What follows belongs to an exercise in optimizing a design on an open flow for small area and a short achievable clock period; a production flow would make more cautious choices.
The RTL was checked by simulation tests, not by an equivalence proof against the original design.
Power figures rest on the tool's default switching activity, not on a simulated workload.

==> flow/design.v <==
package cpu_pkg;
   localparam int REG_ADDR_W = 5;
   localparam int DATA_W     = 32;
   localparam int NUM_REGS   = 2 ** REG_ADDR_W;
   typedef logic [REG_ADDR_W-1:0] reg_addr_t;
   typedef logic [DATA_W-1:0]     reg_data_t;
   localparam reg_addr_t REG_ZERO = 5'd0;
   localparam reg_addr_t REG_AT = 5'd1;
   localparam reg_addr_t REG_V0 = 5'd2;
   localparam reg_addr_t REG_GP = 5'd28;
   localparam reg_addr_t REG_SP = 5'd29;
   localparam reg_addr_t REG_FP = 5'd30;
   localparam reg_addr_t REG_RA = 5'd31;
endpackage
module register_file #(
   parameter int DATA_WIDTH   = cpu_pkg::DATA_W,
   parameter int ADDR_WIDTH   = cpu_pkg::REG_ADDR_W,
   parameter bit WRITE_BYPASS = 1'b1
) (
   input  logic                  clock,
   input  logic                  reset_n,
   input  logic                  we,
   input  logic [ADDR_WIDTH-1:0] rs,
   input  logic [ADDR_WIDTH-1:0] rt,
   input  logic [ADDR_WIDTH-1:0] rd,
   input  logic [DATA_WIDTH-1:0] input_data,
   output logic [DATA_WIDTH-1:0] output_data_A,
   output logic [DATA_WIDTH-1:0] output_data_B
);
   localparam int DEPTH = 2 ** ADDR_WIDTH;    
   logic [DATA_WIDTH-1:0]            wdata;
   logic [3:0]                       w_hi, na_hi, nb_hi;    
   logic [7:0]                       w_lo, na_lo, nb_lo;    
   logic [DEPTH-1:1]                 load;    
   logic [DEPTH-1:1]                 nhit;    
   logic [DEPTH-1:0]                 sel_a, sel_b;
   logic [DATA_WIDTH-1:0][DEPTH-1:0] col;     
   assign wdata = input_data & {DATA_WIDTH{reset_n}};
   always_comb begin
      for (int h = 0; h < 4; h++) begin
         w_hi[h]  = reset_n && we && (rd[4:3] == 2'(h));
         na_hi[h] = !(rs[4:3] == 2'(h));
         nb_hi[h] = !(rt[4:3] == 2'(h));
      end
      for (int l = 0; l < 8; l++) begin
         w_lo[l]  = (rd[2:0] == 3'(l));
         na_lo[l] = !(rs[2:0] == 3'(l));
         nb_lo[l] = !(rt[2:0] == 3'(l));
      end
      for (int i = 1; i < DEPTH; i++) begin
         nhit[i] = !(WRITE_BYPASS && w_hi[i/8] && w_lo[i%8]);
         load[i] = !reset_n || (w_hi[i/8] && w_lo[i%8]);
      end
      sel_a[0] = WRITE_BYPASS && reset_n && we && (rd != '0) && (rs == rd);
      sel_b[0] = WRITE_BYPASS && reset_n && we && (rd != '0) && (rt == rd);
   end
   genvar i, b;
   for (i = 1; i < DEPTH; i = i + 1) begin : g_sel
      rf_sel u_sa (.nhit(nhit[i]), .n_hi(na_hi[i/8]), .n_lo(na_lo[i%8]), .sel(sel_a[i]));
      rf_sel u_sb (.nhit(nhit[i]), .n_hi(nb_hi[i/8]), .n_lo(nb_lo[i%8]), .sel(sel_b[i]));
   end
   for (b = 0; b < DATA_WIDTH; b = b + 1) begin : g_bit
      assign col[b][0] = input_data[b];
      for (i = 1; i < DEPTH; i = i + 1) begin : g_reg
         always_ff @(posedge clock) begin
            if (load[i]) col[b][i] <= wdata[b];
         end
      end
      rf_read_bit u_a (.sel(sel_a), .ent_bit(col[b]), .out(output_data_A[b]));
      rf_read_bit u_b (.sel(sel_b), .ent_bit(col[b]), .out(output_data_B[b]));
   end
endmodule
module rf_sel (
   input  logic nhit,
   input  logic n_hi,
   input  logic n_lo,
   output logic sel
);
   assign sel = nhit & !n_hi & !n_lo;
endmodule
module rf_read_bit (
   input  logic [31:0] sel,
   input  logic [31:0] ent_bit,
   output logic        out
);
   logic [3:0]  k;    
   genvar j;
   for (j = 0; j < 4; j = j + 1) begin : g_grp
      rf_grp8 u_k (.s(sel[8*j+7:8*j]), .d(ent_bit[8*j+7:8*j]), .y(k[j]));
   end
   rf_nand4 u_o (.a(k), .y(out));
endmodule
module rf_grp8 (
   input  logic [7:0] s,
   input  logic [7:0] d,
   output logic       y
);
   assign y = !(|(s & d));
endmodule
module rf_nand4 (
   input  logic [3:0] a,
   output logic       y
);
   assign y = !(&a);
endmodule
==> flow/config.mk <==
export PLATFORM = sky130hd
export DESIGN_NAME = register_file
export DESIGN_NICKNAME = register_file
export VERILOG_FILES = /design/flow/design.v
export SDC_FILE = /design/flow/constraint.sdc
export NUM_CORES = 4
export LEC_CHECK = 0
export CAP_MARGIN = 20
export CORE_MARGIN = 2
export CORE_UTILIZATION = 65
export CTS_CLUSTER_DIAMETER = 80
export CTS_CLUSTER_SIZE = 24
export PLACE_DENSITY = 0.9
export SETUP_SLACK_MARGIN = 2.0
export SLEW_MARGIN = 20
export SYNTH_HIERARCHICAL = 1
export SYNTH_MINIMUM_KEEP_SIZE = 0
==> flow/constraint.sdc <==
create_clock -name core_clock -period 7.0 [get_ports {clock}]
set_input_delay 1.4000 -clock core_clock [delete_from_list [all_inputs] [get_ports {clock}]]
set_output_delay 1.4000 -clock core_clock [all_outputs]
set_load 0.01 [all_outputs]
standard.sh (not shown) runs the stock make flow with config.mk's settings and CLKGATE_MAP_FILE= SYNTH_SCRIPT=/design/flow/synth_recipe.tcl, a recipe that flattens the netlist after the stock synthesis.
==> flow/flow/run.sh <==
#!/bin/bash
# Own layout flow: the standard flow, with two changes after the standard
# synthesis (which runs unchanged):
#  - the port buffers that the flow puts on every input and output are
#    sky130_fd_sc_hd__buf_4 instead of the library's slow delay buffers;
#  - the delay cells (clkdlybuf4s*, dlygate*, dlymetal*) are marked don't-use
#    for placement, CTS and timing repair, on top of the platform's list.
# Each step's full output goes to a log file in the work folder; ORFS also
# keeps its own per-step logs under orfs/logs.
set -euo pipefail

PLATFORM_DONT_USE="sky130_fd_sc_hd__probe_p_8 sky130_fd_sc_hd__probec_p_8 sky130_fd_sc_hd__lpflow_bleeder_1 sky130_fd_sc_hd__lpflow_clkbufkapwr_1 sky130_fd_sc_hd__lpflow_clkbufkapwr_16 sky130_fd_sc_hd__lpflow_clkbufkapwr_2 sky130_fd_sc_hd__lpflow_clkbufkapwr_4 sky130_fd_sc_hd__lpflow_clkbufkapwr_8 sky130_fd_sc_hd__lpflow_clkinvkapwr_1 sky130_fd_sc_hd__lpflow_clkinvkapwr_16 sky130_fd_sc_hd__lpflow_clkinvkapwr_2 sky130_fd_sc_hd__lpflow_clkinvkapwr_4 sky130_fd_sc_hd__lpflow_clkinvkapwr_8 sky130_fd_sc_hd__lpflow_decapkapwr_12 sky130_fd_sc_hd__lpflow_decapkapwr_3 sky130_fd_sc_hd__lpflow_decapkapwr_4 sky130_fd_sc_hd__lpflow_decapkapwr_6 sky130_fd_sc_hd__lpflow_decapkapwr_8 sky130_fd_sc_hd__lpflow_inputiso0n_1 sky130_fd_sc_hd__lpflow_inputiso0p_1 sky130_fd_sc_hd__lpflow_inputiso1n_1 sky130_fd_sc_hd__lpflow_inputiso1p_1 sky130_fd_sc_hd__lpflow_inputisolatch_1 sky130_fd_sc_hd__lpflow_isobufsrc_1 sky130_fd_sc_hd__lpflow_isobufsrc_16 sky130_fd_sc_hd__lpflow_isobufsrc_2 sky130_fd_sc_hd__lpflow_isobufsrc_4 sky130_fd_sc_hd__lpflow_isobufsrc_8 sky130_fd_sc_hd__lpflow_isobufsrckapwr_16 sky130_fd_sc_hd__lpflow_lsbuf_lh_hl_isowell_tap_1 sky130_fd_sc_hd__lpflow_lsbuf_lh_hl_isowell_tap_2 sky130_fd_sc_hd__lpflow_lsbuf_lh_hl_isowell_tap_4 sky130_fd_sc_hd__lpflow_lsbuf_lh_isowell_4 sky130_fd_sc_hd__lpflow_lsbuf_lh_isowell_tap_1 sky130_fd_sc_hd__lpflow_lsbuf_lh_isowell_tap_2 sky130_fd_sc_hd__lpflow_lsbuf_lh_isowell_tap_4"
DELAY_CELLS="sky130_fd_sc_hd__clkdlybuf4s15_1 sky130_fd_sc_hd__clkdlybuf4s15_2 sky130_fd_sc_hd__clkdlybuf4s18_1 sky130_fd_sc_hd__clkdlybuf4s18_2 sky130_fd_sc_hd__clkdlybuf4s25_1 sky130_fd_sc_hd__clkdlybuf4s25_2 sky130_fd_sc_hd__clkdlybuf4s50_1 sky130_fd_sc_hd__clkdlybuf4s50_2 sky130_fd_sc_hd__dlygate4sd1_1 sky130_fd_sc_hd__dlygate4sd2_1 sky130_fd_sc_hd__dlygate4sd3_1 sky130_fd_sc_hd__dlymetal6s2s_1 sky130_fd_sc_hd__dlymetal6s4s_1 sky130_fd_sc_hd__dlymetal6s6s_1"

bash standard.sh synth > synth.log 2>&1
bash standard.sh \
   "BUFFER_PORTS_ARGS=-buffer_cell sky130_fd_sc_hd__buf_4" \
   "DONT_USE_CELLS=$PLATFORM_DONT_USE $DELAY_CELLS" \
   finish > layout.log 2>&1
test -s out/final.def
Rerun with:
--- a/flow/config.mk
+++ b/flow/config.mk
@@ -10 +10 @@
-export CORE_UTILIZATION = 65
+export CORE_UTILIZATION = 55
@@ -13 +13 @@
-export PLACE_DENSITY = 0.9
+export PLACE_DENSITY = 0.75
Sequential power hardly moves; total power increases by 1.2%; setup slack gains 0.056 ns; synthesized cell count stays the same; count of clock-buffer cells in the layout came out higher by 3; global-route usage is lower by 4.3 points; area after synthesis stays the same; non-clock buffer count increases by 41.
Rerun with:
--- a/flow/config.mk
+++ b/flow/config.mk
@@ -13 +13 @@
-export PLACE_DENSITY = 0.75
+export PLACE_DENSITY = 0.9
Result: The new run went through all stages and came out clean; power shrinks slightly; synthesized area does not change; via count grows by a few percent; setup slack is worse by 0.033 ns.

## afterwards: timing with drivers on the ports
In the flow no input, the clock included, has a driving cell. The finished layouts below were timed again as built, in two steps.
Step 1 (the two cells are an assumption about what drives the block):
set clk [get_ports {clock}]
set_driving_cell -lib_cell sky130_fd_sc_hd__clkbuf_16 $clk
set_driving_cell -lib_cell sky130_fd_sc_hd__buf_2 [delete_from_list [all_inputs] $clk]
Step 2 times the ports against the registers' clock, not the clock port: input delays grow and output delays shrink by t, the midpoint of the rising clock arrivals with the driver on.
Three values: no drivers, after step 1, after step 2; two values: the first two.
| run | shift t [ns] | setup slack, ns | worst register clock-pin slew, ns |
|---|---|---|---|
| the first run | 0.701 | 1.879 / 1.686 / 1.686 | 0.10 / 0.10 |
| the second run | 0.696 | 1.935 / 1.840 / 1.840 | 0.10 / 0.10 |
| the third run | 0.707 | 1.902 / 1.768 / 1.768 | 0.10 / 0.10 |
After both steps setup and hold are still met in every run listed. The setup slack of the first run, which loses most, moves by -0.193 ns with the drivers and by -0.193 ns with both steps.
